Background: an optimization exercise with open tools, aiming at small area, a short achievable clock period and few clock cycles per item. Do not read the settings as production practice. Where RTL was checked, it was by simulation tests only, not by an equivalence proof against the original. Function not checked in run 1: the RTL went through the layout flow alone. No activity file was given, so power comes from the tool's default toggle rates.

==> flow/design.v, too long to show whole: its modules and the start of the top module <==
// module mac_dsp_pipe: 890 lines
module mac_dsp_pipe #(
  parameter int A_WIDTH     = 25,
  parameter int B_WIDTH     = 18,
  parameter int ACC_WIDTH   = 48,
  parameter int PIPE_STAGES = 1
) (
  input  logic                 clk_i,
  input  logic                 rst_i,
  input  logic                 valid_i,
  output logic                 ready_o,
  input  logic [A_WIDTH-1:0]   a_i,
  input  logic [B_WIDTH-1:0]   b_i,
  input  logic                 clr_i,
  input  logic                 last_i,
  output logic                 valid_o,
  input  logic                 ready_i,
  output logic [ACC_WIDTH-1:0] acc_o,
  output logic                 ovf_o
);
  // ...
==> flow/flow/run.sh <==
#!/bin/bash
# Standard layout, with one netlist step between synthesis and floorplan: fixinv.py removes the
# inverters that Yosys leaves between full-adder cells (a full adder is self-dual, so a cell can
# compute on complemented signals instead). The new netlist is used only if ABC's cec proves it
# equivalent to the standard synthesis (registers paired by name); else the standard one is kept.
set -uo pipefail
export PATH="$FLOW_HOME/../tools/install/yosys/bin:$FLOW_HOME/../tools/install/OpenROAD/bin:$PATH"
R=orfs/results/${FLOW_PLATFORM}/mac_dsp_pipe/base
# port buffers: a plain buffer instead of the delay cell buffer_ports picks by itself
export BUFFER_PORTS_ARGS="-buffer_cell sky130_fd_sc_hd__buf_1"
bash standard.sh synth > synth.log 2>&1 || { echo "synthesis failed"; exit 1; }
cp "$R/1_2_yosys.v" standard_synth.v
if python3 flow/fixinv.py standard_synth.v fixed_synth.v > fixinv.log 2>&1 \
   && bash flow/cec.sh standard_synth.v fixed_synth.v > cec.log 2>&1 \
   && grep -q "Networks are equivalent" cec.log; then
  echo "using the netlist with full-adder polarities fixed"
  cp fixed_synth.v "$R/1_2_yosys.v"
  touch "$R/1_2_yosys.v"
else
  echo "keeping the standard netlist"
fi
bash standard.sh > layout.log 2>&1 || { echo "layout failed"; exit 1; }
test -f out/final.def
==> flow/flow/cec.sh <==
#!/bin/bash
# usage: cec.sh gold.v gate.v  -> combinational equivalence (registers matched by name) with ABC
set -e
t=$(mktemp -d -p .)
cat $1 $2 > $t/both.v
python3 $(dirname "$0")/lib2v.py ${LIB:-/OpenROAD-flow-scripts/flow/platforms/sky130hd/lib/sky130_fd_sc_hd__tt_025C_1v80.lib} $t/both.v > $t/cells.v
for x in gold gate; do
  f=$1; [ $x = gate ] && f=$2
  python3 $(dirname "$0")/cutff.py $f > $t/$x.v
  yosys -q -p "read_verilog $t/cells.v; read_verilog $t/$x.v; hierarchy -top mac_dsp_pipe; flatten; techmap; opt -purge; write_blif $t/$x.blif" >/dev/null
done
yosys-abc -c "cec -n $t/gold.blif $t/gate.blif"
rm -rf $t
==> flow/flow/cutff.py <==
#!/usr/bin/env python3
"""Turn every flip-flop of a flat sky130 netlist into ports (Q an input, D/DE outputs) named after
the flip-flop instance, so two netlists with the same registers can be compared combinationally."""
import re, sys
src = open(sys.argv[1]).read()
inst_re = re.compile(r'^  (sky130_fd_sc_hd__\w*dfxtp\w*) +(\S+) +\((.*?)\n  \);\n', re.S | re.M)
pin_re = re.compile(r'\.(\w+)\((.*?)\)(?:,|\s*$)', re.S)
newports, decl, assigns = [], [], []
def san(n): return re.sub(r'[^A-Za-z0-9_]', '_', n)
def esc(n): return n + ' ' if n.startswith('\\') else n
def repl(m):
    typ, name, body = m.groups()
    s = san(name)
    for p, n in pin_re.findall(body):
        n = n.strip()
        if p == 'CLK': continue
        if p == 'Q':
            newports.append(f"ffq_{s}"); decl.append(f"  input ffq_{s};\n"); assigns.append(f"  assign {esc(n)} = ffq_{s};\n")
        else:
            newports.append(f"ff{p.lower()}_{s}"); decl.append(f"  output ff{p.lower()}_{s};\n"); assigns.append(f"  assign ff{p.lower()}_{s} = {esc(n)};\n")
    return ''
src = inst_re.sub(repl, src)
src = re.sub(r'(module mac_dsp_pipe\()', r'\1' + ', '.join(newports) + ', ', src, count=1)
i = src.index(';', src.index('module mac_dsp_pipe(')) + 2
src = src[:i] + ''.join(decl) + src[i:]
src = src.replace('endmodule', ''.join(assigns) + 'endmodule')
print(src)
==> flow/flow/fixinv.py <==
#!/usr/bin/env python3
"""Remove inverters around full adders in a Yosys netlist of sky130 cells.

A full adder is self-dual: FA(~a, ~b, ~c) = (~sum, ~carry). The script picks, for each fa cell,
whether it computes on complemented signals (a local search that minimises the number of
signals that then need an inverter), removes the netlist's inverters, and inserts one inverter
per signal whose complement some load needs. The function of the netlist is unchanged.
usage: fixinv.py in.v out.v
"""
import re, sys, random

src = open(sys.argv[1]).read()
OUT_PINS = {'X', 'Y', 'Q', 'Q_N', 'SUM', 'COUT', 'HI', 'LO'}
inst_re = re.compile(r'^  (sky130_fd_sc_hd__\w+) +(\S+) +\((.*?)\n  \);\n', re.S | re.M)
pin_re = re.compile(r'\.(\w+)\((.*?)\)(?:,|\s*$)', re.S)

insts = []
for m in inst_re.finditer(src):
    typ, name, body = m.group(1), m.group(2), m.group(3)
    pins = [(p, n.strip()) for p, n in pin_re.findall(body)]
    insts.append(dict(typ=typ, name=name, pins=pins, span=m.span()))
head = src[:insts[0]['span'][0]]
tail = src[insts[-1]['span'][1]:]
# the text between instances must be empty (only instances are rewritten)
for a, b in zip(insts, insts[1:]):
    assert src[a['span'][1]:b['span'][0]].strip() == '', 'unexpected text between cells'
ports = set()
for m in re.finditer(r'^\s*(input|output)\s+(\[[^\]]*\]\s*)?(\S+);', head, re.M):
    ports.add(m.group(3))
def base_net(n):
    n = n.strip()
    if n.startswith('\\'): return n.split(' ')[0]
    return re.sub(r'\[\d+\]$', '', n)
def is_port(n): return base_net(n) in ports

is_inv = lambda t: re.search(r'__(clk)?inv(lp)?_\d+$', t) is not None
is_fa = lambda t: re.search(r'__fa_\d+$', t) is not None

# single-output cells with a complementary cell of the same inputs: (cell, its output pin)
COMP = {}
for a, b in [('nand2_1', 'and2_1'), ('nor2_1', 'or2_1'), ('xor2_1', 'xnor2_1'), ('a21oi_1', 'a21o_1'),
             ('a22oi_1', 'a22o_1'), ('o21ai_1', 'o21a_1'), ('nand3_1', 'and3_1'), ('nor3_1', 'or3_1'),
             ('a211oi_1', 'a211o_1'), ('o211ai_1', 'o211a_1'), ('a31oi_1', 'a31o_1'), ('o22ai_1', 'o22a_1')]:
    COMP['sky130_fd_sc_hd__' + a] = 'sky130_fd_sc_hd__' + b
    COMP['sky130_fd_sc_hd__' + b] = 'sky130_fd_sc_hd__' + a
def outpin(t):
    return 'Y' if re.search(r'__(nand|nor|xnor|a\d+oi|o\d+ai|inv|clkinv)', t) else 'X'
driver = {}
for i, c in enumerate(insts):
    for p, n in c['pins']:
        if p in OUT_PINS:
            driver[n] = (i, p)
# removable inverters: input and output not ports
inv_ok = set()
for i, c in enumerate(insts):
    if is_inv(c['typ']):
        d = dict(c['pins'])
        if not is_port(d['Y']) and not is_port(d['A']):
            inv_ok.add(i)
def root(n):
    pol = 0
    seen = 0
    while n in driver and driver[n][0] in inv_ok:
        n = dict(insts[driver[n][0]]['pins'])['A']; pol ^= 1; seen += 1
        assert seen < 100
    return n, pol

# loads: (inst index, pin idx, root, pol)
loads = []
for i, c in enumerate(insts):
    if i in inv_ok: continue
    for k, (p, n) in enumerate(c['pins']):
        if p in OUT_PINS or not n or n.startswith("1'b"): continue
        r, pol = root(n)
        loads.append((i, k, r, pol))
# root -> loads
from collections import defaultdict
by_root = defaultdict(list)
for L in loads: by_root[L[2]].append(L)
fa_idx = [i for i, c in enumerate(insts) if is_fa(c['typ'])]
flip = defaultdict(int)
def drv_flip(r):
    d = driver.get(r)
    return flip[d[0]] if d and is_fa(insts[d[0]]['typ']) else 0
def comp_root(r):
    d = driver.get(r)
    return d is not None and insts[d[0]]['typ'] in COMP and not is_port(r)
def cost_root(r):
    if comp_root(r):
        needs = set(pol ^ flip[i] for (i, k, _, pol) in by_root[r])
        return 1 if len(needs) > 1 else 0
    ph = drv_flip(r)
    for (i, k, _, pol) in by_root[r]:
        if pol ^ flip[i] != ph: return 1
    return 0
# roots touched by each fa
touch = defaultdict(set)
for i in fa_idx:
    for p, n in insts[i]['pins']:
        if p in OUT_PINS: touch[i].add(n)
        elif n and not n.startswith("1'b"): touch[i].add(root(n)[0])
total = sum(cost_root(r) for r in by_root)
start_cost = total
random.seed(1)
for it in range(50):
    improved = False
    order = fa_idx[:]; random.shuffle(order)
    for i in order:
        before = sum(cost_root(r) for r in touch[i])
        flip[i] ^= 1
        after = sum(cost_root(r) for r in touch[i])
        if after < before or (after == before and random.random() < 0.1 and it < 25):
            total += after - before
            improved = improved or after < before
        else:
            flip[i] ^= 1
    if not improved and it >= 25: break
total = sum(cost_root(r) for r in by_root)
n_inv_before = len(inv_ok)

# rebuild
def esc(n): return n + ' ' if n.startswith('\\') else n
newpin = {}
neg_net = {}
swapped = 0
for r, Ls in by_root.items():
    if comp_root(r):
        needs = set(pol ^ flip[i] for (i, k, _, pol) in Ls)
        if needs == {1}:
            di = driver[r][0]
            c = insts[di]
            t2 = COMP[c['typ']]
            c['pins'] = [((outpin(t2) if p == outpin(c['typ']) else p), n) for p, n in c['pins']]
            c['typ'] = t2
            flip[('drv', r)] = 1
            swapped += 1
extra = []
wires = []
cnt = 0
for r, Ls in by_root.items():
    ph = drv_flip(r) ^ flip[('drv', r)]
    for (i, k, _, pol) in Ls:
        need = pol ^ flip[i]
        if need == ph:
            newpin[(i, k)] = r
        else:
            if r not in neg_net:
                nn = f"_fixinv_n{cnt}_"; cnt += 1
                neg_net[r] = nn
                wires.append(f"  wire {nn};\n")
                extra.append(f"  sky130_fd_sc_hd__inv_1 _fixinv_i{cnt}_ (\n    .A({esc(r)}),\n    .Y({nn})\n  );\n")
            newpin[(i, k)] = neg_net[r]
out = [head.replace('\nendmodule', '') if False else head]
out.extend(wires)
for i, c in enumerate(insts):
    if i in inv_ok: continue
    pins = []
    for k, (p, n) in enumerate(c['pins']):
        n2 = newpin.get((i, k), n)
        pins.append(f"    .{p}({esc(n2)})")
    out.append(f"  {c['typ']} {c['name']} (\n" + ",\n".join(pins) + "\n  );\n")
out.extend(extra)
out.append(tail)
open(sys.argv[2], 'w').write("".join(out))
sys.stderr.write(f"fixinv: {len(fa_idx)} full adders, {sum(flip[i] for i in fa_idx)} flipped; "
                 f"{swapped} cells complemented; inverters {n_inv_before} -> {len(extra)}\n")
==> flow/flow/lib2v.py <==
#!/usr/bin/env python3
"""Write Verilog models of the sky130hd cells a netlist uses, from the liberty functions."""
import re, sys
lib = open(sys.argv[1]).read()
used = set(re.findall(r'(sky130_fd_sc_hd__\w+)\s+\S+\s*\(', open(sys.argv[2]).read()))
out = []
seen = set()
for m in re.finditer(r'\n\s*cell\s*\(\s*"?(sky130_fd_sc_hd__\w+)"?\s*\)\s*\{', lib):
    name = m.group(1)
    if name not in used or name in seen: continue
    seen.add(name)
    # cell body: up to next top-level cell
    start = m.end()
    nxt = lib.find('\n    cell (', start)
    body = lib[start:nxt if nxt > 0 else len(lib)]
    pins = re.findall(r'\n\s*pin\s*\(\s*"?(\w+)"?\s*\)\s*\{(.*?)(?=\n\s*pin\s*\(|\Z)', body, re.S)
    ins, outs = [], []
    for pn, pb in pins:
        d = re.search(r'direction\s*:\s*"?(\w+)"?', pb).group(1)
        f = re.search(r'\bfunction\s*:\s*"([^"]*)"', pb)
        if d == 'input': ins.append(pn)
        elif d == 'output': outs.append((pn, f.group(1) if f else None))
    if 'edfxtp' in name:
        out.append(f"module {name}(input CLK, input D, input DE, output reg Q); always @(posedge CLK) if (DE) Q <= D; endmodule")
        continue
    if 'dfxtp' in name:
        out.append(f"module {name}(input CLK, input D, output reg Q); always @(posedge CLK) Q <= D; endmodule")
        continue
    if 'XX' in name:
        out.append(f"module {name}(input CLK, input D, input DE, output reg Q); always @(posedge CLK) if (DE) Q <= D; endmodule")
        continue
    ports = ", ".join([f"input {p}" for p in ins] + [f"output {p}" for p, _ in outs])
    lines = [f"module {name}({ports});"]
    for p, f in outs:
        if f is None:
            lines.append(f"  assign {p} = 1'b0; // no function")
            continue
        e = f.replace('!', '~').replace('+', '|')
        e = re.sub(r"(\w+)'", r"(~\1)", e)
        e = re.sub(r'(\w|\))\s+(\w|\(|~)', r'\1 & \2', e)
        lines.append(f"  assign {p} = {e};")
    lines.append("endmodule")
    out.append("\n".join(lines))
print("\n".join(out))
==> flow/standard.sh <==
#!/bin/bash
# synth_recipe.tcl (not shown) runs the flow's synth.tcl, then flattens the netlist and writes it again
# the make line also repeats each setting of config.mk as NAME=value (left out here)
make -C /OpenROAD-flow-scripts/flow DESIGN_CONFIG=/design/flow/config.mk WORK_HOME=/design/flow/orfs CLKGATE_MAP_FILE= SYNTH_SCRIPT=/design/flow/synth_recipe.tcl "${@:-finish}"
==> flow/config.mk <==
export PLATFORM = sky130hd
export DESIGN_NAME = mac_dsp_pipe
export DESIGN_NICKNAME = mac_dsp_pipe
export VERILOG_FILES = /design/flow/design.v
export SDC_FILE = /design/flow/constraint.sdc
export NUM_CORES = 4
export LEC_CHECK = 0
export CAP_MARGIN = 20
export CORE_MARGIN = 2
export CORE_UTILIZATION = 75
export PLACE_DENSITY = 0.85
export SETUP_SLACK_MARGIN = 3.0
export SLEW_MARGIN = 20
==> flow/constraint.sdc <==
create_clock -name core_clock -period 7.0 [get_ports {clk_i}]
set_input_delay 1.4000 -clock core_clock [delete_from_list [all_inputs] [get_ports {clk_i}]]
set_output_delay 1.4000 -clock core_clock [all_outputs]
set_load 0.01 [all_outputs]
==> results.json, run 1 <==
{
  "leakage_nw": 9.15,
  "clkPwrFrac": 0.118,
  "final-nonclk-buf-share": 0.0797,
  "cts.sinks": 183,
  "rsz0062_at_grt": "yes",
  "io_buffers": 99,
  "drt_wl_total_mm": 71.2,
  "drt-pass1-iter-count": 14,
  "endpoint": "acc[23]$_DFFE_PP_",
  "end_kind": "register",
  "place.gp.congestion": 0.997,
  "path_clk_slew_ps": 80,
  "taps": 378,
  "io_pins": 100,
  "status": "timing/DRC/antenna clean",
  "pwr_density_cell_nw_per_um2": 362,
  "final_area_um2": 23900,
  "cp_num_cells": 16,
  "syn_nets": 2800,
  "die_h_um": 173,
  "power.internal_w": 0.00477,
  "p_sw_w": 0.00389,
  "dpl_worst_slack_ps": 2080,
  "fp-row-count": 61,
  "met2_usage": 0.674,
  "crit_path_cell_trace": "buf_4 > bufbuf_16 > nand2b_1 > inv_1 > fa_1 > ha_1 > nand4_1 > nor2_1 > o211ai_1 > buf_4 > buf_4 > nand3b_1 > a21oi_1 > o21bai_1 > a21oi_1 > xnor2_1",
  "syn_area_um2": 21500
}
==> run 2: changes to the inputs <==
--- a/flow/design.v
+++ b/flow/design.v
@@ -36,27 +36,26 @@
   logic [24:0] pp5;
   logic one6, two6, neg6, ppn6, e_one6, e_two6, e_neg6;
   logic [24:0] pp6;
   logic one7, two7, neg7, ppn7, e_one7, e_two7, e_neg7;
   logic [24:0] pp7;
   logic one8, two8, neg8, ppn8, e_one8, e_two8, e_neg8;
   logic [24:0] pp8;
   logic fs0, fc0, fs1, fc1, fs2, fc2, fs3, fc3, fs4, fc4, fs5, fc5, fs6, fc6, fs7, fc7, fs8, fc8, fs9, fc9, fs10, fc10, fs11, fc11, fs12, fc12, fs13, fc13, fs14, fc14, fs15, fc15, fs16, fc16, fs17, fc17, fs18, fc18, fs19, fc19, fs20, fc20, fs21, fc21, fs22, fc22, fs23, fc23, fs24, fc24, fs25, fc25, fs26, fc26, fs27, fc27, fs28, fc28, fs29, fc29, fs30, fc30, fs31, fc31, fs32, fc32, fs33, fc33, fs34, fc34, fs35, fc35, fs36, fc36, fs37, fc37, fs38, fc38, fs39, fc39, fs40, fc40, fs41, fc41, fs42, fc42, fs43, fc43, fs44, fc44, fs45, fc45, fs46, fc46, fs47, fc47, fs48, fc48, fs49, fc49, fs50, fc50, fs51, fc51, fs52, fc52, fs53, fc53, fs54, fc54, fs55, fc55, fs56, fc56, fs57, fc57, fs58, fc58, fs59, fc59, fs60, fc60, fs61, fc61, fs62, fc62, fs63, fc63, fs64, fc64, fs65, fc65, fs66, fc66, fs67, fc67, fs68, fc68, fs69, fc69, fs70, fc70, fs71, fc71, fs72, fc72, fs73, fc73, fs74, fc74, fs75, fc75, fs76, fc76, fs77, fc77, fs78, fc78, fs79, fc79, fs80, fc80, fs81, fc81, fs82, fc82, fs83, fc83, fs84, fc84, fs85, fc85, fs86, fc86, fs87, fc87, fs88, fc88, fs89, fc89, fs90, fc90, fs91, fc91, fs92, fc92, fs93, fc93, fs94, fc94, fs95, fc95, fs96, fc96, fs97, fc97, fs98, fc98, fs99, fc99, fs100, fc100, fs101, fc101, fs102, fc102, fs103, fc103, fs104, fc104, fs105, fc105, fs106, fc106, fs107, fc107, fs108, fc108, fs109, fc109, fs110, fc110, fs111, fc111, fs112, fc112, fs113, fc113, fs114, fc114, fs115, fc115, fs116, fc116, fs117, fc117, fs118, fc118, fs119, fc119, fs120, fc120, fs121, fc121, fs122, fc122, fs123, fc123, fs124, fc124, fs125, fc125, fs126, fc126, fs127, fc127, fs128, fc128, fs129, fc129, fs130, fc130, fs131, fc131, fs132, fc132, fs133, fc133, fs134, fc134, fs135, fc135, fs136, fc136, fs137, fc137, fs138, fc138, fs139, fc139, fs140, fc140, fs141, fc141, fs142, fc142, fs143, fc143, fs144, fc144, fs145, fc145, fs146, fc146, fs147, fc147, fs148, fc148, fs149, fc149, fs150, fc150, fs151, fc151, fs152, fc152, fs153, fc153, fs154, fc154, fs155, fc155, fs156, fc156, fs157, fc157, fs158, fc158, fs159, fc159, fs160, fc160, fs161, fc161, fs162, fc162, fs163, fc163, fs164, fc164, fs165, fc165, fs166, fc166, fs167, fc167, fs168, fc168, fs169, fc169, fs170, fc170, fs171, fc171, fs172, fc172, fs173, fc173, fs174, fc174, fs175, fc175, fs176, fc176, fs177, fc177, fs178, fc178, fs179, fc179, fs180, fc180, fs181, fc181, fs182, fc182, fs183, fc183, fs184, fc184, fs185, fc185, fs186, fc186, fs187, fc187, fs188, fc188, fs189, fc189, fs190, fc190, fs191, fc191, fs192, fc192, fs193, fc193, fs194, fc194, fs195, fc195, fs196, fc196, fs197, fc197, fs198, fc198, fs199, fc199;
-  logic [17:0] r_b;
   logic [24:0] r_a;
   logic r_v, r_clr, r_last;
   logic [8:0] r_one, r_two, r_neg;
   logic [48:0] c_x, c_y, s3, c3;
   logic c_v, c_last, c_start, c_start_nx;
   logic [48:0] g_f, p_f;
   assign ce      = !valid_o || ready_i;
   assign ready_o = ce;
   assign take    = valid_i && ce;
-  assign bm      = {r_b, 1'b0};    
+  assign bm      = {b_i, 1'b0};
   assign e_neg0 = bm[2];
   assign e_one0 = (bm[1] ^ bm[0]);
   assign e_two0 = ((bm[2] & !bm[1] & !bm[0]) | (!bm[2] & bm[1] & bm[0]));
   assign e_neg1 = bm[4];
   assign e_one1 = (bm[3] ^ bm[2]);
   assign e_two1 = ((bm[4] & !bm[3] & !bm[2]) | (!bm[4] & bm[3] & bm[2]));
   assign e_neg2 = bm[6];
   assign e_one2 = (bm[5] ^ bm[4]);
@@ -83,29 +82,37 @@
     if (rst_i) r_v <= 1'b0;
     else if (ce) r_v <= valid_i;
   end
   always_ff @(posedge clk_i) begin
     if (ce) begin
       r_a    <= a_i;
       r_clr  <= clr_i;
       r_last <= last_i;
-      r_b    <= b_i;
+      r_one[0] <= e_one0; r_two[0] <= e_two0; r_neg[0] <= e_neg0;
+      r_one[1] <= e_one1; r_two[1] <= e_two1; r_neg[1] <= e_neg1;
+      r_one[2] <= e_one2; r_two[2] <= e_two2; r_neg[2] <= e_neg2;
+      r_one[3] <= e_one3; r_two[3] <= e_two3; r_neg[3] <= e_neg3;
+      r_one[4] <= e_one4; r_two[4] <= e_two4; r_neg[4] <= e_neg4;
+      r_one[5] <= e_one5; r_two[5] <= e_two5; r_neg[5] <= e_neg5;
+      r_one[6] <= e_one6; r_two[6] <= e_two6; r_neg[6] <= e_neg6;
+      r_one[7] <= e_one7; r_two[7] <= e_two7; r_neg[7] <= e_neg7;
+      r_one[8] <= e_one8; r_two[8] <= e_two8; r_neg[8] <= e_neg8;
     end
   end
   assign am = {r_a, 1'b0};
-  assign one0 = e_one0; assign two0 = e_two0; assign neg0 = e_neg0;
-  assign one1 = e_one1; assign two1 = e_two1; assign neg1 = e_neg1;
-  assign one2 = e_one2; assign two2 = e_two2; assign neg2 = e_neg2;
-  assign one3 = e_one3; assign two3 = e_two3; assign neg3 = e_neg3;
-  assign one4 = e_one4; assign two4 = e_two4; assign neg4 = e_neg4;
-  assign one5 = e_one5; assign two5 = e_two5; assign neg5 = e_neg5;
-  assign one6 = e_one6; assign two6 = e_two6; assign neg6 = e_neg6;
-  assign one7 = e_one7; assign two7 = e_two7; assign neg7 = e_neg7;
-  assign one8 = e_one8; assign two8 = e_two8; assign neg8 = e_neg8;
+  assign one0 = r_one[0]; assign two0 = r_two[0]; assign neg0 = r_neg[0];
+  assign one1 = r_one[1]; assign two1 = r_two[1]; assign neg1 = r_neg[1];
+  assign one2 = r_one[2]; assign two2 = r_two[2]; assign neg2 = r_neg[2];
+  assign one3 = r_one[3]; assign two3 = r_two[3]; assign neg3 = r_neg[3];
+  assign one4 = r_one[4]; assign two4 = r_two[4]; assign neg4 = r_neg[4];
+  assign one5 = r_one[5]; assign two5 = r_two[5]; assign neg5 = r_neg[5];
+  assign one6 = r_one[6]; assign two6 = r_two[6]; assign neg6 = r_neg[6];
+  assign one7 = r_one[7]; assign two7 = r_two[7]; assign neg7 = r_neg[7];
+  assign one8 = r_one[8]; assign two8 = r_two[8]; assign neg8 = r_neg[8];
   for (genvar j = 0; j < 25; j++) begin : g_pp0
     assign pp0[j] = ((one0 & am[j+1]) | (two0 & am[j])) ^ neg0;
   end
   assign ppn0 = !(((one0 & am[25]) | (two0 & am[25])) ^ neg0);
   for (genvar j = 0; j < 25; j++) begin : g_pp1
     assign pp1[j] = ((one1 & am[j+1]) | (two1 & am[j])) ^ neg1;
   end
   assign ppn1 = !(((one1 & am[25]) | (two1 & am[25])) ^ neg1);
==> flow/flow/run.sh (replaced) <==
#!/bin/bash
# Standard layout, with netlist steps between synthesis and floorplan: fanout.py takes out the
# synthesis buffers (the flow removes them anyway); fixinv.py removes the inverters that Yosys
# leaves between full-adder cells (a full adder is self-dual, so a cell can compute on complemented
# signals instead; single-output gates can be swapped for their complement); fanout.py then gives
# register outputs with many loads a driver (two inverters). The new netlist is used only if ABC's cec proves it
# equivalent to the standard synthesis (registers paired by name); else the standard one is kept.
set -uo pipefail
export PATH="$FLOW_HOME/../tools/install/yosys/bin:$FLOW_HOME/../tools/install/OpenROAD/bin:$PATH"
R=orfs/results/${FLOW_PLATFORM}/mac_dsp_pipe/base
# port buffers: a plain buffer instead of the delay cell buffer_ports picks by itself
export BUFFER_PORTS_ARGS="-buffer_cell sky130_fd_sc_hd__buf_1"
bash standard.sh synth > synth.log 2>&1 || { echo "synthesis failed"; exit 1; }
cp "$R/1_2_yosys.v" standard_synth.v
if python3 flow/fanout.py standard_synth.v nobuf_synth.v 0 > fanout0.log 2>&1 \
   && python3 flow/fixinv.py nobuf_synth.v inv_synth.v > fixinv.log 2>&1 \
   && python3 flow/fanout.py inv_synth.v fixed_synth.v ${FANOUT_MAX:-20} > fanout.log 2>&1 \
   && bash flow/cec.sh standard_synth.v fixed_synth.v > cec.log 2>&1 \
   && grep -q "Networks are equivalent" cec.log; then
  echo "using the netlist with full-adder polarities fixed"
  cp fixed_synth.v "$R/1_2_yosys.v"
  touch "$R/1_2_yosys.v"
else
  echo "keeping the standard netlist"
fi
bash standard.sh > layout.log 2>&1 || { echo "layout failed"; exit 1; }
test -f out/final.def
==> flow/flow/fanout.py (new file) <==
#!/usr/bin/env python3
"""Give high-fanout register outputs a driver. Buffers (which the layout flow removes anyway) are
taken out first; then every register output with more than MAX loads drives its loads through a
pair of inverters, so the register, whose cell the flow must keep, sees one small load.
usage: fanout.py in.v out.v MAX"""
import re, sys
from collections import defaultdict
src = open(sys.argv[1]).read()
MAX = int(sys.argv[3])
OUT_PINS = {'X', 'Y', 'Q', 'Q_N', 'SUM', 'COUT', 'HI', 'LO'}
inst_re = re.compile(r'^  (sky130_fd_sc_hd__\w+) +(\S+) +\((.*?)\n  \);\n', re.S | re.M)
pin_re = re.compile(r'\.(\w+)\((.*?)\)(?:,|\s*$)', re.S)
insts = []
for m in inst_re.finditer(src):
    insts.append([m.group(1), m.group(2), [(p, n.strip()) for p, n in pin_re.findall(m.group(3))], m.span()])
head = src[:insts[0][3][0]]
tail = src[insts[-1][3][1]:]
ports = set(m.group(3) for m in re.finditer(r'^\s*(input|output)\s+(\[[^\]]*\]\s*)?(\S+);', head, re.M))
def base_net(n): return n.split(' ')[0] if n.startswith('\\') else re.sub(r'\[\d+\]$', '', n)
def is_port(n): return base_net(n) in ports
def esc(n): return n + ' ' if n.startswith('\\') else n
# remove buffers whose output is not a port
alias = {}
keep = []
for c in insts:
    if re.search(r'__(clk)?buf_\d+$', c[0]):
        d = dict(c[2])
        if not is_port(d['X']):
            alias[d['X']] = d['A']
            continue
    keep.append(c)
def res(n):
    while n in alias: n = alias[n]
    return n
for c in keep:
    c[2] = [(p, n if p in OUT_PINS else res(n)) for p, n in c[2]]
loads = defaultdict(int)
for c in keep:
    for p, n in c[2]:
        if p not in OUT_PINS: loads[n] += 1
extra, wires = [], []
k = 0
for c in list(keep):
    if 'dfxtp' not in c[0]: continue
    q = dict(c[2]).get('Q')
    if MAX <= 0 or q is None or is_port(q) or loads[q] <= MAX: continue
    n1, n2 = f"_fixfo_a{k}_", f"_fixfo_b{k}_"
    wires.append(f"  wire {n1};\n  wire {n2};\n")
    for d in keep:
        if d is c: continue
        d[2] = [(p, n2 if (p not in OUT_PINS and n == q) else n) for p, n in d[2]]
    extra.append([ 'sky130_fd_sc_hd__inv_2', f"_fixfo_i{k}_", [('A', q), ('Y', n1)]])
    extra.append([ 'sky130_fd_sc_hd__inv_4', f"_fixfo_j{k}_", [('A', n1), ('Y', n2)]])
    k += 1
out = [head] + wires
for c in keep + extra:
    out.append(f"  {c[0]} {c[1]} (\n" + ",\n".join(f"    .{p}({esc(n)})" for p, n in c[2]) + "\n  );\n")
out.append(tail)
open(sys.argv[2], 'w').write("".join(out))
sys.stderr.write(f"fanout: {len(alias)} buffers removed, {k} register outputs given a driver\n")
--- a/flow/flow/fixinv.py
+++ b/flow/flow/fixinv.py
@@ -35,17 +35,18 @@
 
 is_inv = lambda t: re.search(r'__(clk)?inv(lp)?_\d+$', t) is not None
 is_fa = lambda t: re.search(r'__fa_\d+$', t) is not None
 
 # single-output cells with a complementary cell of the same inputs: (cell, its output pin)
 COMP = {}
 for a, b in [('nand2_1', 'and2_1'), ('nor2_1', 'or2_1'), ('xor2_1', 'xnor2_1'), ('a21oi_1', 'a21o_1'),
              ('a22oi_1', 'a22o_1'), ('o21ai_1', 'o21a_1'), ('nand3_1', 'and3_1'), ('nor3_1', 'or3_1'),
-             ('a211oi_1', 'a211o_1'), ('o211ai_1', 'o211a_1'), ('a31oi_1', 'a31o_1'), ('o22ai_1', 'o22a_1')]:
+             ('a211oi_1', 'a211o_1'), ('o211ai_1', 'o211a_1'), ('a31oi_1', 'a31o_1'), ('o22ai_1', 'o22a_1'),
+             ('nand2b_1', 'and2b_1'), ('nor2b_1', 'or2b_1'), ('o21ai_0', 'o21a_1'), ('nand4_1', 'and4_1'), ('nor4_1', 'or4_1')]:
     COMP['sky130_fd_sc_hd__' + a] = 'sky130_fd_sc_hd__' + b
     COMP['sky130_fd_sc_hd__' + b] = 'sky130_fd_sc_hd__' + a
 def outpin(t):
     return 'Y' if re.search(r'__(nand|nor|xnor|a\d+oi|o\d+ai|inv|clkinv)', t) else 'X'
 driver = {}
 for i, c in enumerate(insts):
     for p, n in c['pins']:
         if p in OUT_PINS:
@@ -96,30 +97,36 @@
 # roots touched by each fa
 touch = defaultdict(set)
 for i in fa_idx:
     for p, n in insts[i]['pins']:
         if p in OUT_PINS: touch[i].add(n)
         elif n and not n.startswith("1'b"): touch[i].add(root(n)[0])
 total = sum(cost_root(r) for r in by_root)
 start_cost = total
-random.seed(1)
-for it in range(50):
-    improved = False
-    order = fa_idx[:]; random.shuffle(order)
-    for i in order:
-        before = sum(cost_root(r) for r in touch[i])
-        flip[i] ^= 1
-        after = sum(cost_root(r) for r in touch[i])
-        if after < before or (after == before and random.random() < 0.1 and it < 25):
-            total += after - before
-            improved = improved or after < before
-        else:
+best = None
+for seed in range(1, 13):
+    random.seed(seed)
+    for i in fa_idx: flip[i] = 0 if seed % 2 else random.randint(0, 1)
+    for it in range(80):
+        improved = False
+        order = fa_idx[:]; random.shuffle(order)
+        for i in order:
+            before = sum(cost_root(r) for r in touch[i])
             flip[i] ^= 1
-    if not improved and it >= 25: break
+            after = sum(cost_root(r) for r in touch[i])
+            if after < before or (after == before and random.random() < 0.2 and it < 50):
+                improved = improved or after < before
+            else:
+                flip[i] ^= 1
+        if not improved and it >= 50: break
+    tot = sum(cost_root(r) for r in by_root)
+    if best is None or tot < best[0]:
+        best = (tot, {i: flip[i] for i in fa_idx})
+for i in fa_idx: flip[i] = best[1][i]
 total = sum(cost_root(r) for r in by_root)
 n_inv_before = len(inv_ok)
 
 # rebuild
 def esc(n): return n + ' ' if n.startswith('\\') else n
 newpin = {}
 neg_net = {}
 swapped = 0
==> run 2 against run 1 <==
  * Critical path depth fell by 10
  * Worst setup slack better by 120 ps
  * Maximum frequency rose by 2.9%
  * Final cell count is 37% lower
  * Largest cell class unchanged
  * Wire length is 36% lower
  * Utilization decreased by 1.1 points
  * Sequential share of layout area up 7.4 points
  * Still clean
  * Largest power group unchanged
==> results.json, run 2 <==
{
  "status": "timing/DRC/antenna clean",
  "drive_above_1_share": 0.102,
  "mostFrequentLayoutCell": "xnor2_1",
  "reg2regPathDepth": 6,
  "endpoint": "c_y[15]$_DFFE_PN_",
  "cts_max_path_buffers": 2,
  "place.gp.congestion": 0.931,
  "slew_headroom": 0.335,
  "cts_tree": "yes",
  "largestRegisters": "acc x48, c_x x42, c_y x41",
  "path_common_cell": "fa_1",
  "clockRootBuffer": "clkbuf_16",
  "final.min_clock_period_ps": 4030,
  "min_path_type": "register to register",
  "leakage_nw": 7.23,
  "crit_path_cell_trace": "a22oi_1 > xnor2_1 > fa_1 > fa_1 > fa_1 > fa_1",
  "drv_slew": 0,
  "die_h_um": 155,
  "drt_wl_total_mm": 45.3,
  "fin_crit_sh": 0.576,
  "dpl_worst_slack_ps": 2620,
  "fin_ws_ps": 2970,
  "drc": 0,
  "max_cap_viol_count": 0,
  "syn_to_final_growth_pct": 11.0,
  "antennaDiodeCount": 0,
  "via_per_inst": 7.06,
  "grt_usage": 0.378,
  "initial_core_util": 0.759,
  "startpoint": "r_a[12]$_DFFE_PN_",
  "slowest_stage": "edfxtp_1",
  "crit_fanout": 18,
  "io_pins": 100,
  "cp.arrival_ps": 4230,
  "final.fill_count": 1203,
  "ir_drop_mv": 0.302,
  "r2r-start": "r_a[12]$_DFFE_PN_",
  "worst-slew-pin-transition_ps": 997,
  "numCtsBuffers": 17,
  "first_global_vias": 12600,
  "cts_max_level": 4,
  "cp-start-kind": "register",
  "setup_tns_ps": 0,
  "grt_max_degree": 72,
  "end_kind": "register",
  "final_antenna_net_count": 0,
  "drt-initial-drc-count": 1903,
  "critical_path_class": "register to register",
  "pwr_density_cell_nw_per_um2": 482,
  "finalHoldViolCount": 0,
  "die_x_um": 155,
  "drt-wirelength-per-cell_um": 25.5,
  "dp_hpwl_mm": 28.0,
  "register_area_um2": 5730,
  "finalSetupViolCount": 0,
  "fp-row-count": 55,
  "layout_common_cells": "226 x xnor2_1, 216 x a22oi_1, 210 x fa_1",
  "clock_latency_ps": 470,
  "num_vias": 12600,
  "drt-pass1-iter-count": 7,
  "fin_nets": 1819,
  "r2r_end": "c_y[15]$_DFFE_PN_",
  "ctsHoldBuffers": 0,
  "dieArea_um2": 24000,
  "rsz0062_at_grt": "yes",
  "fin_skew_ps": 18.4,
  "regMostFlops": "acc",
  "syn_inst": 1333,
  "hold_depth": 0,
  "syn_area_um2": 17100,
  "max_freq_ghz": 0.248,
  "cts.sinks": 192,
  "avgSynthCellArea_um2": 12.8,
  "largest_register_ffs": 48,
  "required_ps": 7200,
  "coreArea_um2": 22500,
  "path_clk_slew_ps": 90,
  "ys_warn_count": 1,
  "syn_nets": 1671,
  "r2r_slack_ps": 2970,
  "multi_input_area_um2": 11200,
  "io_buffers": 99,
  "cp_slowest_stage_delay_ps": 1010,
  "antenna_found_initial": 0,
  "grt_pass1_wl_mm": 68.7,
  "overflow": 0
}
-- run 2: how the worst min path moves through the flow --
| stage | startpoint | endpoint | slack (ps) |
|---|---|---|---|
| after global routing | r_last$_DFFE_PN_ | c_last$_DFFE_PN_ | 470 |
| after CTS | r_last$_DFFE_PN_ | c_last$_DFFE_PN_ | 450 |
| after detailed placement | r_last$_DFFE_PN_ | c_last$_DFFE_PN_ | 420 |
| after floorplan | r_last$_DFFE_PN_ | c_last$_DFFE_PN_ | 400 |
| after global placement | r_last$_DFFE_PN_ | c_last$_DFFE_PN_ | 410 |
| final | r_last$_DFFE_PN_ | c_last$_DFFE_PN_ | 450 |
-- run 2: critical path: cells and delay by family, from the launching register on --
family / cells / cell delay, ps
AOI/OAI and AO/OA: 1 / 260
xor gates and xnor gates: 1 / 480
adders and majority gates: 4 / 2020
DFF: 1 / 1010
-- run 2: timing repair --
| item | CTS | global route |
|---|---|---|
| gates resized for setup | 11 | 35 |
| buffers inserted | 2 | 25 |
| pin swaps | 4 | 14 |
| gates cloned | 0 | 1 |
| setup endpoints to repair | 25 | 21 |
-- run 2: metal layers --
metal | share of wire | global-route usage
met5 | 0 | 0
met4 | 0.032 | 0.136
met3 | 0.14 | 0.112
met2 | 0.45 | 0.567
met1 | 0.37 | 0.534
-- run 2: area by class of cell --
| cell class | count | area share |
|---|---|---|
| timing repair inverter | 1 | 0.000858 |
| clock buffer | 17 | 0.0224 |
| multi-input combinational | 1059 | 0.591 |
| inverter | 81 | 0.0208 |
| sequential | 192 | 0.302 |
| clock inverter | 15 | 0.00997 |
| timing repair buffer | 129 | 0.0337 |
| tap | 285 | 0.0188 |
-- run 2: through the flow --
stage,hold slack [ps],power (W),instance area (um2),cells,util
floorplan,400,0.00613,17100,1333,-
global placement,406,0.00720,17800,1719,0.792
detailed placement,418,0.00751,17800,1719,0.792
CTS,454,0.00866,18500,1753,0.823
global route,471,0.00979,19000,1779,0.842
finish,451,0.00914,19000,1779,0.842
-- run 2: power breakdown --
group / switching [W] / internal, W
logic: 0.00315 / 0.00258
clock network: 0.000550 / 0.000489
registers: 0.000269 / 0.00211
total: 0.00396 / 0.00517
Testbench counts of run 2, summed over its fixed seeds: cycles 16,090, samples 16,066.
==> run 3: changes to the inputs <==
--- a/flow/flow/run.sh
+++ b/flow/flow/run.sh
@@ -14,7 +14,7 @@
 cp "$R/1_2_yosys.v" standard_synth.v
 if python3 flow/fanout.py standard_synth.v nobuf_synth.v 0 > fanout0.log 2>&1 \
    && python3 flow/fixinv.py nobuf_synth.v inv_synth.v > fixinv.log 2>&1 \
-   && python3 flow/fanout.py inv_synth.v fixed_synth.v ${FANOUT_MAX:-20} > fanout.log 2>&1 \
+   && python3 flow/fanout.py inv_synth.v fixed_synth.v ${FANOUT_MAX:-12} > fanout.log 2>&1 \
    && bash flow/cec.sh standard_synth.v fixed_synth.v > cec.log 2>&1 \
    && grep -q "Networks are equivalent" cec.log; then
   echo "using the netlist with full-adder polarities fixed"
==> run 3 against run 2 <==
  * Still clean
  * Final cell count increased by 1.9%
  * Design area increased by 0.11%
  * First-iteration DRC count increased by 17%
  * Global-route usage increased by 0.41 points
  * Sequential share of layout area about the same
  * Non-clock buffer count decreased by 18
  * Synthesized area increased by 1.5%
  * Flip-flop and latch count unchanged
  * Count of clock-buffer cells in the layout increased by 1
  * Sequential power decreased by 2%
  * Synthesized cell count increased by 3.8%
  * Hold slack got worse by 16 ps
==> results.json, run 3 <==
{
  "status": "timing/DRC/antenna clean",
  "io_pins": 100,
  "drt_wl_total_mm": 46.2,
  "r2r-start": "c_start$_DFFE_PN_",
  "mostFrequentLayoutCell": "xnor2_1",
  "drt-wirelength-per-cell_um": 25.5,
  "io_buffers": 99,
  "largestRegisters": "acc x48, c_x x42, c_y x41",
  "hold_start": "r_last$_DFFE_PN_",
  "end_kind": "register",
  "rsz0062_at_grt": "yes",
  "reg2regPathDepth": 14,
  "via_per_inst": 7.04,
  "required_ps": 7220,
  "coreArea_um2": 22600,
  "finalPower_w": 0.00919,
  "avgSynthCellArea_um2": 12.5,
  "r2r_end": "acc[44]$_DFFE_PP_",
  "grt_usage": 0.382,
  "cts.sinks": 192,
  "first_global_vias": 12700,
  "hold_end": "c_last$_DFFE_PN_",
  "dp_hpwl_mm": 28.8,
  "numCtsBuffers": 17,
  "syn_to_final_growth_pct": 9.53,
  "max_cap_viol_count": 0,
  "setup_tns_ps": 0,
  "final.fill_count": 1239,
  "ctsHoldBuffers": 0,
  "syn_area_um2": 17300,
  "whs_ps": 435,
  "overflow": 0,
  "syn_inst": 1383,
  "layout_common_cells": "226 x xnor2_1, 216 x a22oi_1, 211 x fa_1",
  "finalSetupViolCount": 0,
  "cts_max_path_buffers": 2,
  "dieArea_um2": 24300,
  "final_antenna_net_count": 0,
  "largest_register_ffs": 48,
  "worst-slew-pin-transition_ps": 968,
  "grt_max_degree": 74,
  "fin_nets": 1851,
  "hold_depth": 0,
  "die_x_um": 156,
  "drv_slew": 0,
  "drt-pass1-iter-count": 8,
  "die_h_um": 156,
  "path_clk_slew_ps": 80,
  "place.gp.congestion": 0.921,
  "initial_core_util": 0.765,
  "pwr_density_cell_nw_per_um2": 485,
  "cp.arrival_ps": 4380,
  "syn_nets": 1721,
  "drc": 0,
  "regMostFlops": "acc",
  "drive_above_1_share": 0.120,
  "leakage_nw": 7.34,
  "register_area_um2": 5730,
  "fin_crit_sh": 0.595,
  "max_freq_ghz": 0.240,
  "num_vias": 12800,
  "cts_tree": "yes",
  "antenna_found_initial": 2,
  "placed_area_um2": 18100,
  "fin_skew_ps": 17.8,
  "clock_latency_ps": 470,
  "ir_drop_mv": 0.259,
  "drt-initial-drc-count": 2235,
  "multi_input_area_um2": 11200,
  "cts_max_level": 4,
  "min_path_type": "register to register",
  "grt_pass1_wl_mm": 69.8,
  "slew_headroom": 0.355,
  "crit_fanout": 25,
  "final_core_util": 0.838,
  "cp-start-kind": "register",
  "clockRootBuffer": "clkbuf_16",
  "ys_warn_count": 1,
  "finalHoldViolCount": 0,
  "critical_path_class": "register to register",
  "final_area_um2": 19000,
  "final.min_clock_period_ps": 4160,
  "fp-row-count": 55,
  "r2r_slack_ps": 2840
}
run 3: layer usage:
metal,GRT usage,up-vias,wire length [um]
met5,0,-,15
met4,0.138,2,2040
met3,0.113,239,6530
met2,0.588,1144,21000
met1,0.525,6145,16600
li1,-,5222,-
run 3: worst max path at each step:
stage                                  from           endpoint  cells past startpoint  slack (ps)
final                     c_start$_DFFE_PN_  acc[44]$_DFFE_PP_                     14        2840
after CTS                 c_start$_DFFE_PN_  acc[46]$_DFFE_PP_                     13        3000
after floorplan                     ready_i            ready_o                      2        3010
after global placement    c_start$_DFFE_PN_  acc[46]$_DFFE_PP_                     13        2780
after global routing      c_start$_DFFE_PN_  acc[45]$_DFFE_PP_                     14        2710
after detailed placement  c_start$_DFFE_PN_  acc[46]$_DFFE_PP_                     13        2670
run 3: critical path, cell delays in order, from the launching register on:
cell and delay (ps):
edfxtp_1 390, clkinv_4 110, inv_16 120, and2b_1 220
fa_1 460, ha_2 420, nand2_1 80, o21ai_0 390
a221oi_2 140, buf_4 190, a211oi_4 410, o2111ai_4 290
o311ai_4 400, a21oi_1 140, xnor2_1 140
run 3: through the flow:
stage               cells  setup slack (ps)
finish               1812              2840
global route         1811              2710
CTS                  1806              3000
detailed placement   1769              2670
global placement     1769              2780
floorplan            1383              3010
run 3: cell type report:
type	instances	area share
diodes	1	0.000132
clock buffers	18	0.0226
clock inverters	14	0.00870
inverters	131	0.0340
multi-input cells	1059	0.589
flip-flops and latches	192	0.302
well taps	285	0.0188
repair buffers	111	0.0245
repair inverters	1	0.000594
run 3: timing repair:
action,CTS,global route
endpoints found under the hold margin,0,0
gates cloned,0,1
setup buffers,5,4
pin swaps,8,11
gates resized for setup,13,27
endpoints found under the setup margin,24,16
run 3: report_power, final:
group	switching [W]	internal (W)
clock	0.000528	0.000481
combinational	0.00331	0.00254
sequential	0.000222	0.00211
total	0.00406	0.00513
==> run 4: changes to the inputs <==
--- a/flow/config.mk
+++ b/flow/config.mk
@@ -7,7 +7,7 @@
 export LEC_CHECK = 0
 export CAP_MARGIN = 20
 export CORE_MARGIN = 2
-export CORE_UTILIZATION = 75
-export PLACE_DENSITY = 0.85
-export SETUP_SLACK_MARGIN = 3.0
+export CORE_UTILIZATION = 60
+export PLACE_DENSITY = 0.75
+export SETUP_SLACK_MARGIN = 3.4
 export SLEW_MARGIN = 20
==> run 4 against run 3 <==
  * Synthesized area stayed put
  * Critical endpoint is now acc[39]$_DFFE_PP_
  * Worst setup slack improved by 380 ps
  * Final cell count is 5.1% higher
  * Die area grew 24%
  * Clock skew is 1.0 ps higher
  * Flip-flop and latch count did not move
  * Still clean on timing, DRC and antenna
  * Maximum frequency rose by 9.9%
==> results.json, run 4 <==
{
  "drv_slew": 0,
  "path_clk_slew_ps": 70,
  "syn_area_um2": 17300,
  "largest_register_ffs": 48,
  "end_kind": "register",
  "crit_fanout": 49,
  "avgSynthCellArea_um2": 12.5,
  "drive_above_1_share": 0.123,
  "grt_usage": 0.299,
  "fin_nets": 1847,
  "overflow": 0,
  "final.fill_count": 2141,
  "io_buffers": 99,
  "cts.sinks": 192,
  "met3_usage": 0.0792,
  "drt-pass1-iter-count": 8,
  "pwr_density_cell_nw_per_um2": 469,
  "rsz0062_at_grt": "yes",
  "status": "timing/DRC/antenna clean",
  "leakage_nw": 7.29,
  "busiest_layer": "met2",
  "io_pins": 100,
  "min_path_type": "register to register",
  "final_antenna_net_count": 0,
  "die_h_um": 174,
  "mostFrequentLayoutCell": "xnor2_1",
  "initial_core_util": 0.607,
  "syn_nets": 1721,
  "antennaDiodeCount": 0,
  "final.min_clock_period_ps": 3790,
  "place.gp.congestion": 0.904,
  "max_cap_viol_count": 0,
  "critical_path_class": "register to register",
  "cp.arrival_ps": 3990,
  "clock_latency_ps": 460,
  "grt_max_degree": 75,
  "drt_wl_total_mm": 43.3,
  "largestRegisters": "acc x48, c_x x42, c_y x41",
  "fin_crit_sh": 0.541,
  "fp-row-count": 62,
  "finalSetupViolCount": 0,
  "drt-wirelength-per-cell_um": 22.7,
  "cts_max_path_buffers": 2,
  "slew_headroom": 0.360,
  "met1_usage": 0.434,
  "required_ps": 7210,
  "fin_skew_ps": 18.8,
  "grt_pass1_wl_mm": 69.9,
  "syn_inst": 1383,
  "first_global_vias": 12500,
  "num_vias": 12100,
  "dp_hpwl_mm": 28.5,
  "layout_common_cells": "226 x xnor2_1, 207 x fa_1, 204 x a22oi_1",
  "ctsHoldBuffers": 0,
  "finalPower_w": 0.00895,
  "finalHoldViolCount": 0,
  "cts_tree": "yes",
  "cp-start-kind": "register",
  "register_area_um2": 5730,
  "regMostFlops": "acc",
  "die_x_um": 174,
  "antenna_found_initial": 0,
  "drc": 0,
  "ys_warn_count": 1,
  "multi_input_area_um2": 11200,
  "drt-initial-drc-count": 1647,
  "startpoint": "c_start$_DFFE_PN_",
  "r2r-start": "c_start$_DFFE_PN_",
  "coreArea_um2": 28500,
  "via_per_inst": 6.37,
  "max_freq_ghz": 0.264,
  "setup_tns_ps": 0,
  "met2_usage": 0.444,
  "ir_drop_mv": 0.240,
  "clockRootBuffer": "clkbuf_16",
  "dieArea_um2": 30200,
  "numCtsBuffers": 17,
  "hold_start": "r_last$_DFFE_PN_",
  "syn_to_final_growth_pct": 10.1,
  "worst-slew-pin-transition_ps": 961,
  "cts_max_level": 4
}
run 4: cell count changes in the layout (fill, tap and decap cells not counted), moves of 5 or more:
cell,previous run,this run
inv_4,51,44
clkinv_8,5,0
a22oi_1,216,204
a22oi_2,0,12
inv_6,4,9
run 4: worst max-delay path: stages, from the launching register on:
cell and delay, ps:
edfxtp_1 340, inv_2 70, inv_12 170, and2b_1 220, fa_1 490, ha_1 340
a211oi_2 280, nor3_2 120, o2111ai_4 280, a211oi_4 130, o2111ai_4 370, a21boi_4 130
or4_1 420, o2111a_1 150
run 4: per-stage QoR:
step                instance area [um2]  hold WS (ps)  setup WS, ps   util  std cells
floorplan                         17300           400          3410      -       1383
global placement                  18200           403          2850  0.638       1868
detailed placement                18200           411          2810  0.638       1868
CTS                               19000           429          3240  0.664       1904
global route                      19100           440          3040  0.668       1905
finish                            19100           426          3210  0.668       1905
run 4: where the power goes:
| part | switching [W] | internal, W |
|---|---|---|
| clock network | 0.000473 | 0.000567 |
| registers | 0.000239 | 0.00211 |
| logic | 0.00308 | 0.00248 |
| total | 0.00380 | 0.00516 |
run 4: final timing paths:
path                            end  slack [ps]  cells after the start
setup / recovery  acc[39]$_DFFE_PP_        3210                     13
hold / removal     c_last$_DFFE_PN_         430                      0
setup reg to reg  acc[39]$_DFFE_PP_        3210                     13
hold reg to reg    c_last$_DFFE_PN_         430                      0
run 4: per-layer routing:
| metal | vias up | wire length, um |
|---|---|---|
| li1 | 5215 | - |
| met1 | 6017 | 17700 |
| met2 | 803 | 19300 |
| met3 | 95 | 5410 |
| met4 | 0 | 949 |
| met5 | - | 0 |
run 4: repair_timing:
| action | in CTS | in global routing |
|---|---|---|
| setup buffers | 5 | 1 |
| pin swaps | 10 | 4 |
| setup endpoints to repair | 71 | 51 |
| gates resized for setup | 20 | 31 |
run 4: layout make-up:
type                            count  share of cell area
Multi-Input combinational cell   1059               0.586
Sequential cell                   192               0.300
Inverter                          131              0.0344
Tap cell                          384              0.0252
Timing Repair Buffer              108              0.0230
Clock buffer                       20              0.0229
Clock inverter                     11             0.00813
==> run 5: changes to the inputs <==
--- a/flow/config.mk
+++ b/flow/config.mk
@@ -9,5 +9,5 @@
 export CORE_MARGIN = 2
 export CORE_UTILIZATION = 60
 export PLACE_DENSITY = 0.75
-export SETUP_SLACK_MARGIN = 3.4
+export SETUP_SLACK_MARGIN = 3.2
 export SLEW_MARGIN = 20
==> run 5 against run 4 <==
  * Die area unchanged
  * Clock power about the same
  * Hold slack better by 2.6 ps
  * Global-route usage down 0.15 points
  * Final cell count up 0.47%
  * Sequential power about the same
  * Clock skew about the same
  * Critical path depth unchanged
  * Synthesized cell count unchanged
  * Largest cell class unchanged
  * Non-clock buffer count up 9
  * Largest power group unchanged
  * Flip-flop and latch count unchanged
==> results.json, run 5 <==
{
  "status": "timing/DRC/antenna clean",
  "syn_inst": 1383,
  "cts_max_path_buffers": 2,
  "drt-initial-drc-count": 1584,
  "clockRootBuffer": "clkbuf_16",
  "drive_above_1_share": 0.117,
  "syn_nets": 1721,
  "slew_headroom": 0.353,
  "grt_pass1_wl_mm": 69.6,
  "numCtsBuffers": 17,
  "required_ps": 7200,
  "worst-slew-pin-transition_ps": 971,
  "place.gp.congestion": 0.904,
  "num_vias": 12100,
  "mostFrequentLayoutCell": "xnor2_1",
  "syn_to_final_growth_pct": 10.1,
  "finalSetupViolCount": 0,
  "via_per_inst": 6.34,
  "cp_slowest_stage_delay_ps": 450,
  "syn_area_um2": 17300,
  "drc": 0,
  "first_global_vias": 12500,
  "cp-start-kind": "register",
  "critical_path_class": "register to register",
  "max_freq_ghz": 0.263,
  "io_pins": 100,
  "ctsHoldBuffers": 0,
  "crit_buf_inv": 2,
  "cts_tree": "yes",
  "max_cap_viol_count": 0,
  "final_area_um2": 19100,
  "final_antenna_net_count": 0,
  "antenna_found_initial": 0,
  "path_common_cell": "o2111ai_4",
  "rsz0062_at_grt": "yes",
  "grt_max_degree": 75,
  "leakage_nw": 7.36,
  "dieArea_um2": 30200,
  "drv_slew": 0,
  "pwr_density_cell_nw_per_um2": 471,
  "io_buffers": 99,
  "dp.cells": 1868,
  "clock_latency_ps": 460,
  "final.fill_count": 2144,
  "min_path_type": "register to register",
  "final_core_util": 0.668,
  "largestRegisters": "acc x48, c_x x42, c_y x41",
  "placed_area_um2": 18200,
  "drt-pass1-iter-count": 7,
  "regMostFlops": "acc",
  "setup_tns_ps": 0,
  "crit_fanout": 49,
  "crit_path_cell_trace": "inv_2 > inv_12 > and2b_1 > fa_1 > ha_4 > nand4_1 > nor3_4 > o2111ai_4 > a211oi_4 > o2111ai_4 > o311ai_4 > a31oi_1 > xnor2_1",
  "ir_drop_mv": 0.239,
  "die_x_um": 174,
  "coreArea_um2": 28500,
  "slowest_stage": "fa_1",
  "cts.sinks": 192,
  "finalPower_w": 0.00898,
  "grt_usage": 0.297,
  "avgSynthCellArea_um2": 12.5,
  "fin_nets": 1856,
  "antennaDiodeCount": 0,
  "finalHoldViolCount": 0,
  "cp.arrival_ps": 4000,
  "drt-wirelength-per-cell_um": 22.6,
  "ys_warn_count": 1,
  "initial_core_util": 0.607,
  "largest_register_ffs": 48,
  "fin_cells": 1914,
  "die_h_um": 174,
  "fin_crit_sh": 0.543,
  "layout_common_cells": "226 x xnor2_1, 216 x a22oi_1, 211 x fa_1",
  "end_kind": "register",
  "cts_max_level": 4,
  "path_clk_slew_ps": 70,
  "final.min_clock_period_ps": 3800,
  "fp-row-count": 62,
  "overflow": 0,
  "fin_skew_ps": 19.2,
  "cpLargestDelayFamily": "compound AO/OA/AOI/OAI gates",
  "drt_wl_total_mm": 43.2,
  "dp_hpwl_mm": 28.5
}
==> run 5: cell count changes in the layout (fill, tap and decap cells not counted), moves of 4 or more <==
cell / previous run / this run
a22oi_1: 204 / 216
fa_2: 4 / 0
fa_1: 207 / 211
inv_6: 9 / 3
buf_4: 9 / 18
a22oi_2: 12 / 0
inv_4: 44 / 51
==> run 5: worst paths after layout <==
check	startpoint	to	slack (ps)	depth (start not counted)
setup reg to reg	c_start$_DFFE_PN_	acc[45]$_DFFE_PP_	3200	13
hold / removal	r_last$_DFFE_PN_	c_last$_DFFE_PN_	430	0
hold reg to reg	r_last$_DFFE_PN_	c_last$_DFFE_PN_	430	0
setup / recovery	c_start$_DFFE_PN_	acc[45]$_DFFE_PP_	3200	13
==> run 5: final cells by class <==
| type | instances | area [um2] | area share |
|---|---|---|---|
| Clock buffer | 20 | 437 | 0.0229 |
| Clock inverter | 11 | 155 | 0.00814 |
| Inverter | 131 | 636 | 0.0333 |
| Multi-Input combinational cell | 1059 | 11100 | 0.584 |
| Sequential cell | 192 | 5730 | 0.300 |
| Tap cell | 384 | 480 | 0.0252 |
| Timing Repair Buffer | 117 | 507 | 0.0266 |
==> run 5: routing by layer <==
| layer | part of all wire | track usage | wire length [um] | up-vias |
|---|---|---|---|---|
| li1 | - | - | - | 5227 |
| met1 | 0.41 | 0.433 | 17600 | 5997 |
| met2 | 0.44 | 0.442 | 19100 | 812 |
| met3 | 0.13 | 0.0768 | 5500 | 97 |
| met4 | 0.023 | 0.0917 | 1010 | 0 |
| met5 | 0 | 0 | 0 | - |
==> run 5: metrics by stage <==
step	setup slack, ps	hold WS, ps
final	3200	429
after CTS	3200	429
after global placement	2850	403
after global routing	3010	440
after floorplan	3410	400
after detailed placement	2810	411
==> run 5: repair_timing <==
action / 4_1_cts / 5_1_grt
pin swaps: 7 / 6
endpoints found under the setup margin: 56 / 20
resized for setup: 13 / 15
buffers inserted: 4 / 11
==> run 5: power breakdown <==
part,switching (W),internal [W]
clock network,0.000471,0.000567
registers,0.000240,0.00211
logic,0.00309,0.00250
==> run 6: changes to the inputs <==
--- a/flow/config.mk
+++ b/flow/config.mk
@@ -8,6 +8,7 @@
 export CAP_MARGIN = 20
 export CORE_MARGIN = 2
 export CORE_UTILIZATION = 60
+export GPL_TIMING_DRIVEN = 0
 export PLACE_DENSITY = 0.75
 export SETUP_SLACK_MARGIN = 3.2
 export SLEW_MARGIN = 20
==> run 6 against run 5 <==
  * Worst setup slack got worse by 66 ps
  * Register-to-register slack worse by 70 ps
  * Count of clock-buffer cells in the layout up 2
  * Critical endpoint is now acc[15]$_DFFE_PP_
  * Sequential power fell by 3%
  * Utilization grew 0.90 points
  * Final cell count is 0.37% higher
  * Largest power group unchanged
  * Sequential share of layout area fell by 0.40 points
  * First-iteration DRC count fell by 11%
  * Clock power about the same
  * Non-clock buffer count rose by 5
==> results.json, run 6 <==
{
  "critical_path_class": "register to register",
  "drt_wl_total_mm": 42.9,
  "syn_to_final_growth_pct": 11.6,
  "layout_common_cells": "226 x xnor2_1, 216 x a22oi_1, 211 x fa_1",
  "num_vias": 12000,
  "drt-initial-drc-count": 1404,
  "clock_latency_ps": 460,
  "slew_headroom": 0.545,
  "largest_register_ffs": 48,
  "final_core_util": 0.677,
  "ys_warn_count": 1,
  "fin_nets": 1861,
  "cts.sinks": 192,
  "syn_area_um2": 17300,
  "status": "timing/DRC/antenna clean",
  "dieArea_um2": 30200,
  "clockRootBuffer": "clkbuf_16",
  "finalHoldViolCount": 0,
  "r2r_slack_ps": 3130,
  "syn_inst": 1383,
  "cts_max_level": 4,
  "fin_crit_sh": 0.553,
  "drc": 0,
  "rsz0062_at_grt": "yes",
  "die_x_um": 174,
  "place.gp.congestion": 0.913,
  "mostFrequentLayoutCell": "xnor2_1",
  "pwr_density_cell_nw_per_um2": 484,
  "numCtsBuffers": 17,
  "initial_core_util": 0.607,
  "regMostFlops": "acc",
  "fin_skew_ps": 15.1,
  "dp.cells": 1866,
  "grt_pass1_wl_mm": 67.9,
  "syn_nets": 1721,
  "drt-pass1-iter-count": 7,
  "io_buffers": 99,
  "cts_tree": "yes",
  "dp_hpwl_mm": 26.5,
  "die_h_um": 174,
  "fin_cells": 1921,
  "drive_above_1_share": 0.131,
  "leakage_nw": 7.42,
  "fp-row-count": 62,
  "min_path_type": "register to register",
  "worst-slew-pin-transition_ps": 682,
  "cts_max_path_buffers": 2,
  "required_ps": 7320,
  "final_antenna_net_count": 0,
  "max_freq_ghz": 0.258,
  "cp-start-kind": "register",
  "overflow": 0,
  "final.min_clock_period_ps": 3870,
  "ir_drop_mv": 0.235,
  "cp.arrival_ps": 4190,
  "max_cap_viol_count": 0,
  "coreArea_um2": 28500,
  "drv_slew": 0,
  "io_pins": 100,
  "setup_tns_ps": 0,
  "path_clk_slew_ps": 70,
  "via_per_inst": 6.23,
  "grt_max_degree": 73,
  "end_kind": "register",
  "largestRegisters": "acc x48, c_x x42, c_y x41",
  "grt_usage": 0.292,
  "first_global_vias": 12200,
  "drt-wirelength-per-cell_um": 22.3,
  "antenna_found_initial": 1,
  "crit_fanout": 49,
  "finalSetupViolCount": 0,
  "avgSynthCellArea_um2": 12.5
}
run 6: changes by cell type in the layout (fill, tap and decap cells not counted), sizes merged:
| cell | change |
|---|---|
| buf | +2 |
| inv | -2 |
| diode | +1 |
| clkbuf | +5 |
| clkinv | +2 |
| clkinvlp | -1 |
run 6: critical path, cell delays in order (launching register included):
cell and delay [ps]:
edfxtp_1 340, inv_2 70, inv_12 150, and2b_1 230, fa_1 590, ha_4 240, a211oi_4 290, nor3_4 100
buf_4 140, buf_4 120, o31a_1 320, o21a_1 210, o21a_1 200, o21a_1 220, or4_1 420, nand3_1 80
run 6: power breakdown:
group | internal (W) | switching, W | leakage, nW | total (W)
registers | 0.00211 | 0.000180 | 1.96 | 0.00229
logic | 0.00271 | 0.00332 | 5.16 | 0.00602
clock network | 0.000588 | 0.000457 | 0.297 | 0.00104
total | 0.00540 | 0.00396 | 7.42 | 0.00935
run 6: timing repair:
| action | CTS | global route |
|---|---|---|
| gates resized for setup | 23 | 27 |
| buffers inserted | 14 | 6 |
| cloned | 2 | 0 |
| endpoints found under the setup margin | 63 | 23 |
| hold endpoints to repair | 0 | 0 |
| pin swaps | 12 | 7 |
| hold buffers | 0 | 0 |
run 6: metrics by stage:
stage,setup WS (ps),power [W],hold WS (ps),area (um2)
finish,3130,0.00935,421,19300
global route,2960,0.0101,426,19300
CTS,3110,0.00900,424,19100
detailed placement,2670,0.00774,407,18200
global placement,2720,0.00751,403,18200
floorplan,3410,0.00615,400,17300
run 6: routing by layer:
metal / wire length, um / vias up / share of wire / track usage
li1: - / 5250 / - / -
met1: 17800 / 5901 / 0.42 / 0.414
met2: 19400 / 713 / 0.45 / 0.444
met3: 4630 / 108 / 0.11 / 0.0814
met4: 975 / 0 / 0.023 / 0.0903
met5: 0 / - / 0 / 0
run 6: layout make-up:
type                    instances  area [um2]
diodes                          1        2.50
clock inverters                10         153
fillers                      2152        9220
multi-input cells            1059       11300
flip-flops and latches        192        5730
plain buffers                   1        25.0
repair buffers                121         574
inverters                     131         638
well taps                     384         480
clock buffers                  22         464
run 6: worst paths after layout:
path | cells past startpoint | endpoint | from
hold / removal | 0 | c_last$_DFFE_PN_ | r_last$_DFFE_PN_
hold reg to reg | 0 | c_last$_DFFE_PN_ | r_last$_DFFE_PN_
setup reg to reg | 15 | acc[15]$_DFFE_PP_ | c_start$_DFFE_PN_
setup / recovery | 15 | acc[15]$_DFFE_PP_ | c_start$_DFFE_PN_
==> run 7: changes to the inputs <==
--- a/flow/config.mk
+++ b/flow/config.mk
@@ -7,8 +7,7 @@
 export LEC_CHECK = 0
 export CAP_MARGIN = 20
 export CORE_MARGIN = 2
-export CORE_UTILIZATION = 60
-export GPL_TIMING_DRIVEN = 0
-export PLACE_DENSITY = 0.75
+export CORE_UTILIZATION = 50
+export PLACE_DENSITY = 0.65
 export SETUP_SLACK_MARGIN = 3.2
 export SLEW_MARGIN = 20
==> run 7 against run 6 <==
  * Still clean
  * Global-route usage down 3.6 points
  * Critical path depth unchanged
  * Maximum frequency down 2.3%
  * Via count down 0.84%
  * Wire length up 3.9%
  * Sequential share of layout area down 0.21 points
  * Design area up 0.71%
  * Die area up 20%
  * Utilization down 11 points
  * Clock power about the same
  * Critical path type unchanged
==> results.json, run 7 <==
{
  "clock_latency_ps": 460,
  "drv_slew": 0,
  "rsz0062_at_grt": "yes",
  "status": "timing/DRC/antenna clean",
  "max_freq_ghz": 0.253,
  "syn_inst": 1383,
  "cp.arrival_ps": 4180,
  "fin_nets": 1870,
  "syn_area_um2": 17300,
  "grt_pass1_wl_mm": 70.6,
  "final_antenna_net_count": 0,
  "dp_hpwl_mm": 29.8,
  "required_ps": 7220,
  "cp-start-kind": "register",
  "fin_skew_ps": 14.7,
  "ys_warn_count": 1,
  "layout_common_cells": "226 x xnor2_1, 216 x a22oi_1, 210 x fa_1",
  "path_clk_slew_ps": 80,
  "dieArea_um2": 36100,
  "combinationalPowerShare": 0.635,
  "grt_usage": 0.257,
  "worst-slew-pin-transition_ps": 967,
  "finalSetupViolCount": 0,
  "largest_register_ffs": 48,
  "seq_power_share": 0.253,
  "final.fill_count": 2843,
  "first_global_vias": 12300,
  "overflow": 0,
  "cts_tree": "yes",
  "dp.cells": 1939,
  "drive_above_1_share": 0.137,
  "setup_tns_ps": 0,
  "drt-pass1-iter-count": 6,
  "avgSynthCellArea_um2": 12.5,
  "clockRootBuffer": "clkbuf_16",
  "via_per_inst": 5.94,
  "max_cap_viol_count": 0,
  "whs_ps": 434,
  "final.min_clock_period_ps": 3960,
  "leakage_nw": 7.46,
  "fin_cells": 2000,
  "critical_path_class": "register to register",
  "mostFrequentLayoutCell": "xnor2_1",
  "crit_fanout": 25,
  "slew_headroom": 0.355,
  "ctsHoldBuffers": 0,
  "register_area_um2": 5730,
  "io_buffers": 99,
  "drt-initial-drc-count": 1252,
  "pwr_density_cell_nw_per_um2": 470,
  "hold_start": "r_last$_DFFE_PN_",
  "cts_max_level": 4,
  "drt_wl_total_mm": 44.6,
  "min_path_type": "register to register",
  "num_vias": 11900,
  "finalHoldViolCount": 0,
  "end_kind": "register",
  "die_h_um": 190,
  "syn_nets": 1721,
  "drc": 0,
  "die_x_um": 190,
  "ir_drop_mv": 0.211,
  "place.gp.congestion": 0.899,
  "initial_core_util": 0.505,
  "antennaDiodeCount": 0,
  "cts.sinks": 192,
  "r2r-start": "c_start$_DFFE_PN_",
  "io_pins": 100,
  "fin_crit_sh": 0.566,
  "p_sw_w": 0.00388,
  "grt_max_degree": 77,
  "regMostFlops": "acc",
  "multi_input_area_um2": 11300,
  "fp-row-count": 68,
  "cts_max_path_buffers": 2,
  "drt-wirelength-per-cell_um": 22.3,
  "startpoint": "c_start$_DFFE_PN_",
  "numCtsBuffers": 17,
  "swShare": 0.423,
  "antenna_found_initial": 1,
  "largestRegisters": "acc x48, c_x x42, c_y x41",
  "coreArea_um2": 34300,
  "syn_to_final_growth_pct": 12.4,
  "power.internal_w": 0.00528,
  "clkPwrFrac": 0.112
}
[run 7: cell type report]
type	count	share of cell area
Tap cell	455	0.0293
Inverter	131	0.0328
Multi-Input combinational cell	1059	0.579
Clock inverter	15	0.00945
Sequential cell	192	0.294
Clock buffer	17	0.0219
Timing Repair inverter	1	0.000579
Timing Repair Buffer	130	0.0329
[run 7: critical path: stages (launching register included)]
cell       delay [ps]
edfxtp_1          420
inv_4             140
inv_12             70
and2b_1           230
fa_2              480
ha_4              290
nand4_1           170
buf_4             210
o22ai_4           170
o2111ai_4         160
a211oi_4          380
o2111ai_4         230
buf_4             200
o311ai_4          260
a31oi_2           140
xnor2_1           140
[run 7: path summary, 6_finish.rpt]
check	end	slack [ps]	cells past startpoint
worst max-delay path	acc[45]$_DFFE_PP_	3040	15
worst max register to register	acc[45]$_DFFE_PP_	3040	15
worst min register to register	c_last$_DFFE_PN_	430	0
worst min-delay path	c_last$_DFFE_PN_	430	0
[run 7: power groups by stage]
stage,clock network [W],registers [W],logic (W)
2_1_floorplan,0,0.00232,0.00382
3_3_place_gp,0,0.00235,0.00506
3_5_place_dp,0,0.00235,0.00530
4_1_cts,0.00105,0.00233,0.00553
5_1_grt,0.00109,0.00236,0.00655
6_report,0.00102,0.00232,0.00581
[run 7: routing by layer]
layer	GRT usage	vias to the layer above	wire, um
li1	-	5262	-
met1	0.390	5933	20100
met2	0.366	611	19000
met3	0.0618	63	4720
met4	0.0710	2	691
met5	0	-	13
[run 7: repair_timing]
item                                    4_1_cts  5_1_grt
setup buffers                                11       17
gates resized for setup                      29       22
pin swaps                                    16       17
cloned                                        1        0
endpoints found under the setup margin       59       38
[run 7: through the flow]
stage	util	instance area [um2]	setup slack (ps)	power (W)
CTS	0.560	19200	3070	0.00891
global placement	0.533	18300	2740	0.00740
floorplan	-	17300	3410	0.00615
global route	0.568	19500	2890	0.0100
finish	0.568	19500	3040	0.00915
detailed placement	0.533	18300	2610	0.00765

Check on run 7: ideal ports give 3.040 ns setup slack; a clkbuf_16 on the clock port and buf_2 on the inputs give 3.040 ns; moving port delays by the midpoint clock arrival (0.508 ns) as well gives 3.040 ns.
